This design comes from an exercise in tuning for small area and a short achievable clock period on the open sky130 flow, not from production work. Function was checked by simulation only, so behaviour that the tests miss may differ from the original. The flow treats the clock pin as an ideal source, which a real chip does not have.

## job 101
Design tnn_classifier, start of the top module:
module tnn_classifier (
    input  logic                                         clk,
    input  logic                                         rst_n,
    input  tnn_pkg::feature_t [tnn_pkg::FEAT_CNT-1:0]    features,
    input  logic                                         features_valid,
    output logic [tnn_pkg::CLASS_BITS-1:0]               prediction,
    output logic                                         prediction_valid
);
Size: ~24,000 sq um of cells after synthesis.
clock: 22.0 ns
lec_check: 0
cap_margin: 20
core_margin: 2
core_utilization: 40
hold_slack_margin: 0.05
slew_margin: 20
synth_hierarchical: 1
standard.sh (not shown) runs the stock make flow with config.mk's settings and CLKGATE_MAP_FILE= SYNTH_SCRIPT=/design/flow/synth_recipe.tcl, a recipe that flattens the netlist after the stock synthesis.
==> flow/flow/run.sh <==
#!/bin/bash
# Own layout flow: the standard flow (standard.sh, standard synthesis
# unchanged) with two changes:
#  - ports are buffered with buf_1 cells instead of the default choice;
#  - after clock-tree synthesis, post_cts.tcl delays the clock of the h_q,
#    a_q and m_q registers: useful skew between internal pipeline stages
#    only (the input register x_q and the output registers keep the tree's
#    clock).
# make's full output goes to flow_make.log here; ORFS keeps each step's log
# under orfs/logs.
set -euo pipefail
here=$(pwd)
export BUFFER_PORTS_ARGS="-buffer_cell sky130_fd_sc_hd__buf_1"
export POST_CTS_TCL="$here/flow/post_cts.tcl"
bash standard.sh > "$here/flow_make.log" 2>&1
==> flow/flow/post_cts.tcl <==
# Sourced by ORFS's cts.tcl after clock-tree synthesis (POST_CTS_TCL).
# Useful skew between internal pipeline stages only: the registers h_q, a_q
# and m_q (neither fed by input ports nor feeding output ports) get their
# clock later through delay cells; x_q and the output registers keep the
# tree's clock. The delay cells' strengths are then picked to balance the
# register-to-register stages; hold slack down to -0.45 ns is left to the
# hold repair after global routing, which pads the short paths. The stage
# estimates get a margin for what routing adds to them.
source [file join [file dirname [info script]] skew.tcl]

set_propagated_clock [all_clocks]
set dly sky130_fd_sc_hd__clkdlybuf4s25_1
my_skew_group "h_q*" root 3 $dly sky130_fd_sc_hd__clkbuf_8 8
my_skew_group "a_q*" root 2 $dly sky130_fd_sc_hd__clkbuf_8 8
my_skew_group "m_q*" leaf 1 $dly sky130_fd_sc_hd__clkbuf_4 8
my_skew_cleanup
my_skew_tune2 {h_q* a_q* m_q*} prediction* \
  {sky130_fd_sc_hd__clkdlybuf4s15_1 sky130_fd_sc_hd__clkdlybuf4s18_1 sky130_fd_sc_hd__clkdlybuf4s18_2 sky130_fd_sc_hd__clkdlybuf4s25_1 sky130_fd_sc_hd__clkdlybuf4s25_2 sky130_fd_sc_hd__clkdlybuf4s50_1} \
  -0.45 {0.2 0.1 0.15}
detailed_placement
Other scripts of this flow, unchanged in this note and not shown: flow/flow/skew.tcl
Job 101 reached the end of the flow, and the finished layout is clean on the timing, design-rule and antenna checks.
> inputs changed (job 101 -> job 102)
-- flow/flow/post_cts.tcl --
<<< job 101, line 5
# tree's clock. The delay cells' strengths are then picked to balance the
# register-to-register stages; hold slack down to -0.45 ns is left to the
# hold repair after global routing, which pads the short paths. The stage
>>> job 102, line 5
# tree's clock. The delay cells' strengths are then picked to balance the
# register-to-register stages; hold slack down to -0.35 ns is left to the
# hold repair after global routing, which pads the short paths. The stage
<<< job 101, line 18
  {sky130_fd_sc_hd__clkdlybuf4s15_1 sky130_fd_sc_hd__clkdlybuf4s18_1 sky130_fd_sc_hd__clkdlybuf4s18_2 sky130_fd_sc_hd__clkdlybuf4s25_1 sky130_fd_sc_hd__clkdlybuf4s25_2 sky130_fd_sc_hd__clkdlybuf4s50_1} \
  -0.45 {0.2 0.1 0.15}
detailed_placement
>>> job 102, line 18
  {sky130_fd_sc_hd__clkdlybuf4s15_1 sky130_fd_sc_hd__clkdlybuf4s18_1 sky130_fd_sc_hd__clkdlybuf4s18_2 sky130_fd_sc_hd__clkdlybuf4s25_1 sky130_fd_sc_hd__clkdlybuf4s25_2 sky130_fd_sc_hd__clkdlybuf4s50_1} \
  -0.35 {0.15 0.1 0.15}
detailed_placement
Findings:
- Job 101 vs job 102, start point of the critical path: x_q[8]$_DFF_P_ vs prediction_valid$_DFF_PN0_
- Diff job 101 and job 102: design area lower in job 102
- Job 101 has a higher final cell count than job 102.
- On routed length on met2, job 101 tracks job 102 almost exactly.
- Relative to job 101, critical path depth decreased by 16 in job 102.
- Relative to job 101, the highest cell delay on the worst timing path of job 102 is lower by 0.39 ns.
- The higher core utilization of job 101 and job 102 is in job 101.
- Cmp job 101 and job 102 / slack of the worst reg-to-reg path / lower: job 101

========
run 1:
tnn_classifier again, from the RTL that the note above started with.
clock: 22.0 ns
lec_check: 0
cap_margin: 20
core_margin: 2
core_utilization: 40
hold_slack_margin: 0.05
slew_margin: 20
synth_hierarchical: 1
==> flow/flow/post_cts.tcl <==
# Sourced by ORFS's cts.tcl after clock-tree synthesis (POST_CTS_TCL).
# Useful skew between internal pipeline stages only: the registers h_q, a_q
# and m_q (neither fed by input ports nor feeding output ports) get their
# clock later through delay cells; x_q and the output registers keep the
# tree's clock. The delay cells' strengths are then picked to balance the
# register-to-register stages; hold slack down to -0.2 ns is left to the
# hold repair after global routing, which pads the short paths. The stage
# estimates get a margin for what routing adds to them.
source [file join [file dirname [info script]] skew.tcl]

set_propagated_clock [all_clocks]
set dly sky130_fd_sc_hd__clkdlybuf4s25_1
my_skew_group "h_q*" root 3 $dly sky130_fd_sc_hd__clkbuf_8 8
my_skew_group "a_q*" root 2 $dly sky130_fd_sc_hd__clkbuf_8 8
my_skew_group "m_q*" leaf 1 $dly sky130_fd_sc_hd__clkbuf_4 8
my_skew_cleanup
my_clk_leaf_resize prediction* 0.09
my_skew_tune2 {h_q* a_q* m_q*} prediction* \
  {sky130_fd_sc_hd__clkdlybuf4s15_1 sky130_fd_sc_hd__clkdlybuf4s18_1 sky130_fd_sc_hd__clkdlybuf4s18_2 sky130_fd_sc_hd__clkdlybuf4s25_1 sky130_fd_sc_hd__clkdlybuf4s25_2 sky130_fd_sc_hd__clkdlybuf4s50_1} \
  -0.2 {0.25 0.1 0.2}
detailed_placement
Scripts as last shown in full above: flow/flow/run.sh
Other scripts of this flow, unchanged in this note and not shown: flow/flow/skew.tcl
Modified inputs, run 2 compared to run 1
- an added PLACE_DENSITY of 0.75
- a change of CORE_UTILIZATION from 40 to 65
--- a/flow/flow/post_cts.tcl
+++ b/flow/flow/post_cts.tcl
@@ -4,5 +4,5 @@
 # clock later through delay cells; x_q and the output registers keep the
 # tree's clock. The delay cells' strengths are then picked to balance the
-# register-to-register stages; hold slack down to -0.2 ns is left to the
+# register-to-register stages; hold slack down to -0.3 ns is left to the
 # hold repair after global routing, which pads the short paths. The stage
 # estimates get a margin for what routing adds to them.
@@ -15,7 +15,6 @@
 my_skew_group "m_q*" leaf 1 $dly sky130_fd_sc_hd__clkbuf_4 8
 my_skew_cleanup
-my_clk_leaf_resize prediction* 0.09
 my_skew_tune2 {h_q* a_q* m_q*} prediction* \
   {sky130_fd_sc_hd__clkdlybuf4s15_1 sky130_fd_sc_hd__clkdlybuf4s18_1 sky130_fd_sc_hd__clkdlybuf4s18_2 sky130_fd_sc_hd__clkdlybuf4s25_1 sky130_fd_sc_hd__clkdlybuf4s25_2 sky130_fd_sc_hd__clkdlybuf4s50_1} \
-  -0.2 {0.25 0.1 0.2}
+  -0.3 {0.3 0.1 0.15}
 detailed_placement
Findings:
- Run 2 ended up with a lower worst hold-check slack than run 1 did.
- sky130_fd_sc_hd__dfxtp_1 as the standard cell with the maximum stage delay on the critical path was reported by run 1, and sky130_fd_sc_hd__fa_1 by run 2.
- In terms of final net count, run 2 and run 1 differ only marginally.
- Area growth from synthesis to layout in run 2 is 0.98 points below run 1.
- Relative to run 1, post-placement cell area decreased by about 1.4% in run 2.
- Compared with run 1, run 2 shows final design area excluding fillers that has gone down slightly.
- The startpoint of the worst setup timing path comes out x_q[60] in one run and x_q[28] in the other, namely in run 1 and run 2 respectively.
For run 3, these inputs were changed with respect to run 2:
- a change of CORE_UTILIZATION from 65 to 40
- a deleted PLACE_DENSITY that had been 0.75
--- a/flow/flow/post_cts.tcl
+++ b/flow/flow/post_cts.tcl
@@ -4,7 +4,8 @@
 # clock later through delay cells; x_q and the output registers keep the
 # tree's clock. The delay cells' strengths are then picked to balance the
-# register-to-register stages; hold slack down to -0.3 ns is left to the
-# hold repair after global routing, which pads the short paths. The stage
-# estimates get a margin for what routing adds to them.
+# register-to-register stages (hold slack down to -0.4 ns); the short paths
+# are then padded by the hold repair and the delays picked again around the
+# pads with hold slack kept positive. The stage estimates get a margin for
+# what routing adds to them.
 source [file join [file dirname [info script]] skew.tcl]
 
@@ -17,4 +18,10 @@
 my_skew_tune2 {h_q* a_q* m_q*} prediction* \
   {sky130_fd_sc_hd__clkdlybuf4s15_1 sky130_fd_sc_hd__clkdlybuf4s18_1 sky130_fd_sc_hd__clkdlybuf4s18_2 sky130_fd_sc_hd__clkdlybuf4s25_1 sky130_fd_sc_hd__clkdlybuf4s25_2 sky130_fd_sc_hd__clkdlybuf4s50_1} \
-  -0.3 {0.3 0.1 0.15}
+  -0.4 {0.3 0.1 0.15}
+# pad the short paths now, with the skew in place, then tune again around
+# the pads (the stage estimates now include them)
+repair_timing -hold -hold_margin 0.1
+my_skew_tune2 {h_q* a_q* m_q*} prediction* \
+  {sky130_fd_sc_hd__clkdlybuf4s15_1 sky130_fd_sc_hd__clkdlybuf4s18_1 sky130_fd_sc_hd__clkdlybuf4s18_2 sky130_fd_sc_hd__clkdlybuf4s25_1 sky130_fd_sc_hd__clkdlybuf4s25_2 sky130_fd_sc_hd__clkdlybuf4s50_1} \
+  0.05 {0.3 0.1 0.15}
 detailed_placement
==> comparison <==
- From run 2 to run 3 the numbers moved as follows: met1 track demand over resource in global routing shows a reduction of 24 points, total vias in the final route saw a decrease, worst setup slack decreased by 170 ps relative to the old numbers, filler-free cell count of the finished design went up, met3 wirelength from detailed routing went down.
- The standard cells in run 3 occupy more silicon area than those in run 2 do.
- On first-pass GRT wire length, run 3 does better than run 2.
- The highest layer used for signal routing comes out met5 in one run and met4 in the other, namely in run 2 and run 3 respectively.
Here is what was changed in the inputs of run 4 compared with run 3.
- setting PLACE_DENSITY to 0.75 for the first time
- changing CORE_UTILIZATION from 40 to 65
==> flow/flow/post_cts.tcl <==
# Sourced by ORFS's cts.tcl after clock-tree synthesis (POST_CTS_TCL).
# Useful skew between internal pipeline stages only: the registers h_q, a_q
# and m_q (neither fed by input ports nor feeding output ports) get their
# clock later through delay cells; x_q and the output registers keep the
# tree's clock. The delay cells' strengths are then picked to balance the
# register-to-register stages; hold slack down to -0.2 ns is left to the
# hold repair after global routing, which pads the short paths. The stage
# estimates get a margin for what routing adds to them.
source [file join [file dirname [info script]] skew.tcl]

set_propagated_clock [all_clocks]
set dly sky130_fd_sc_hd__clkdlybuf4s25_1
my_skew_group "h_q*" root 3 $dly sky130_fd_sc_hd__clkbuf_8 8
my_skew_group "a_q*" root 2 $dly sky130_fd_sc_hd__clkbuf_8 8
my_skew_group "m_q*" leaf 1 $dly sky130_fd_sc_hd__clkbuf_4 8
my_skew_cleanup
my_clk_leaf_resize prediction* 0.09
my_skew_tune2 {h_q* a_q* m_q*} prediction* \
  {sky130_fd_sc_hd__clkdlybuf4s15_1 sky130_fd_sc_hd__clkdlybuf4s18_1 sky130_fd_sc_hd__clkdlybuf4s18_2 sky130_fd_sc_hd__clkdlybuf4s25_1 sky130_fd_sc_hd__clkdlybuf4s25_2 sky130_fd_sc_hd__clkdlybuf4s50_1} \
  -0.2 {0.25 0.1 0.2}
detailed_placement
### Flow results
Run 4 reached the end of the flow, and the finished layout is clean on the timing, design-rule and antenna checks.
Going from run 3 to run 4, the layout overhead on the synthesized area was found to have gone down by 3.1 points.
Sort run 3 and run 4 by met1 layer usage reported by global route desc -> top: run 4
The final reports for run 4 and run 3 show total wirelength of the detailed-routed design higher in the former.

========
tnn_classifier, a different RTL version from the one above (not shown whole).
For scale: about 0.024 mm2 of cells after synthesis.
==> flow/config.mk <==
export PLATFORM = sky130hd
export DESIGN_NAME = tnn_classifier
export DESIGN_NICKNAME = tnn_classifier
export VERILOG_FILES = /design/flow/design.v
export SDC_FILE = /design/flow/constraint.sdc
export NUM_CORES = 4
export LEC_CHECK = 0
export CAP_MARGIN = 20
export CORE_MARGIN = 2
export CORE_UTILIZATION = 40
export HOLD_SLACK_MARGIN = 0.05
export SLEW_MARGIN = 20
export SYNTH_HIERARCHICAL = 1
==> flow/constraint.sdc <==
create_clock -name core_clock -period 22.0 [get_ports {clk}]
set_input_delay 4.4000 -clock core_clock [delete_from_list [all_inputs] [get_ports {clk}]]
set_output_delay 4.4000 -clock core_clock [all_outputs]
set_load 0.01 [all_outputs]
==> flow/flow/post_cts.tcl <==
# Sourced by ORFS's cts.tcl after clock-tree synthesis (POST_CTS_TCL).
# Useful skew between internal pipeline stages only: the registers h_q, a_q
# and m_q (neither fed by input ports nor feeding output ports) get their
# clock later through delay cells; x_q and the output registers keep the
# tree's clock. The delay cells' strengths are then picked to balance the
# register-to-register stages; hold slack down to -0.3 ns is left to the
# hold repair after global routing, which pads the short paths. The stage
# estimates get a margin for what routing adds to them.
source [file join [file dirname [info script]] skew.tcl]

set_propagated_clock [all_clocks]
set dly sky130_fd_sc_hd__clkdlybuf4s25_1
my_skew_group "h_q*" root 3 $dly sky130_fd_sc_hd__clkbuf_8 8
my_skew_group "a_q*" root 2 $dly sky130_fd_sc_hd__clkbuf_8 8
my_skew_group "m_q*" leaf 1 $dly sky130_fd_sc_hd__clkbuf_4 8
my_skew_cleanup
my_skew_tune2 {h_q* a_q* m_q*} prediction* \
  {sky130_fd_sc_hd__clkdlybuf4s15_1 sky130_fd_sc_hd__clkdlybuf4s18_1 sky130_fd_sc_hd__clkdlybuf4s18_2 sky130_fd_sc_hd__clkdlybuf4s25_1 sky130_fd_sc_hd__clkdlybuf4s25_2 sky130_fd_sc_hd__clkdlybuf4s50_1} \
  -0.3 {0.3 0.1 0.15}
detailed_placement
Scripts as last shown in full above: flow/flow/run.sh
Other scripts of this flow, unchanged in this note and not shown: flow/flow/skew.tcl
Then changed:
--- a/flow/flow/post_cts.tcl
+++ b/flow/flow/post_cts.tcl
@@ -6 +6 @@
-# register-to-register stages; hold slack down to -0.3 ns is left to the
+# register-to-register stages; hold slack down to -0.2 ns is left to the
@@ -19 +19 @@
-  -0.3 {0.3 0.1 0.15}
+  -0.2 {0.25 0.1 0.2}
After rerunning: The changed run finished with timing, DRC and antenna clean; via count came out lower slightly; setup slack improved by 470 ps; core utilization went down by 0.13 points; clock skew falls by 93 ps; area after synthesis stays the same; register-to-register slack gets better by 470 ps; fmax rises by a little under a tenth; synthesized cell count is unchanged; critical path depth does not change.

==> afterwards: timing with drivers on the ports <==
Ports are ideal in the flow. The routed layouts listed here were re-timed in OpenROAD.
Step 1, drivers: a clkbuf_16 drives clk and a buf_2 each remaining input, both assumed.
Step 2, shift: input delay + t, output delay - t, t = (earliest + latest rising clock arrival at the registers) / 2. This alone moves slack from input paths to output paths.
Slacks: ideal / step 1 / step 2; pairs: ideal / step 1.
run	shift t [ns]	setup WS [ns]	clock arrival spread, ns	worst slew at a driven data input, ns
job 101	1.297	16.560 / 16.544 / 16.560	1.493 / 1.492	0.05
job 102	1.256	16.606 / 16.543 / 16.673	1.413 / 1.414	0.05
run 1	1.159	16.550 / 16.550 / 16.550	1.276 / 1.277	0.05
run 2	1.143	16.518 / 16.518 / 16.518	1.308 / 1.309	0.05
run 3	1.285	16.349 / 16.349 / 16.349	1.473 / 1.473	0.05
run 4	1.061	16.432 / 16.432 / 16.432	1.196 / 1.196	0.05
the first run of note 3	1.211	16.151 / 16.151 / 16.151	1.352 / 1.352	0.04
the second run of note 3	1.163	16.621 / 16.577 / 16.621	1.260 / 1.259	0.04
In every run listed the clock reaches the registers at very different times; t lies between them, and the last value is a rough guide only.
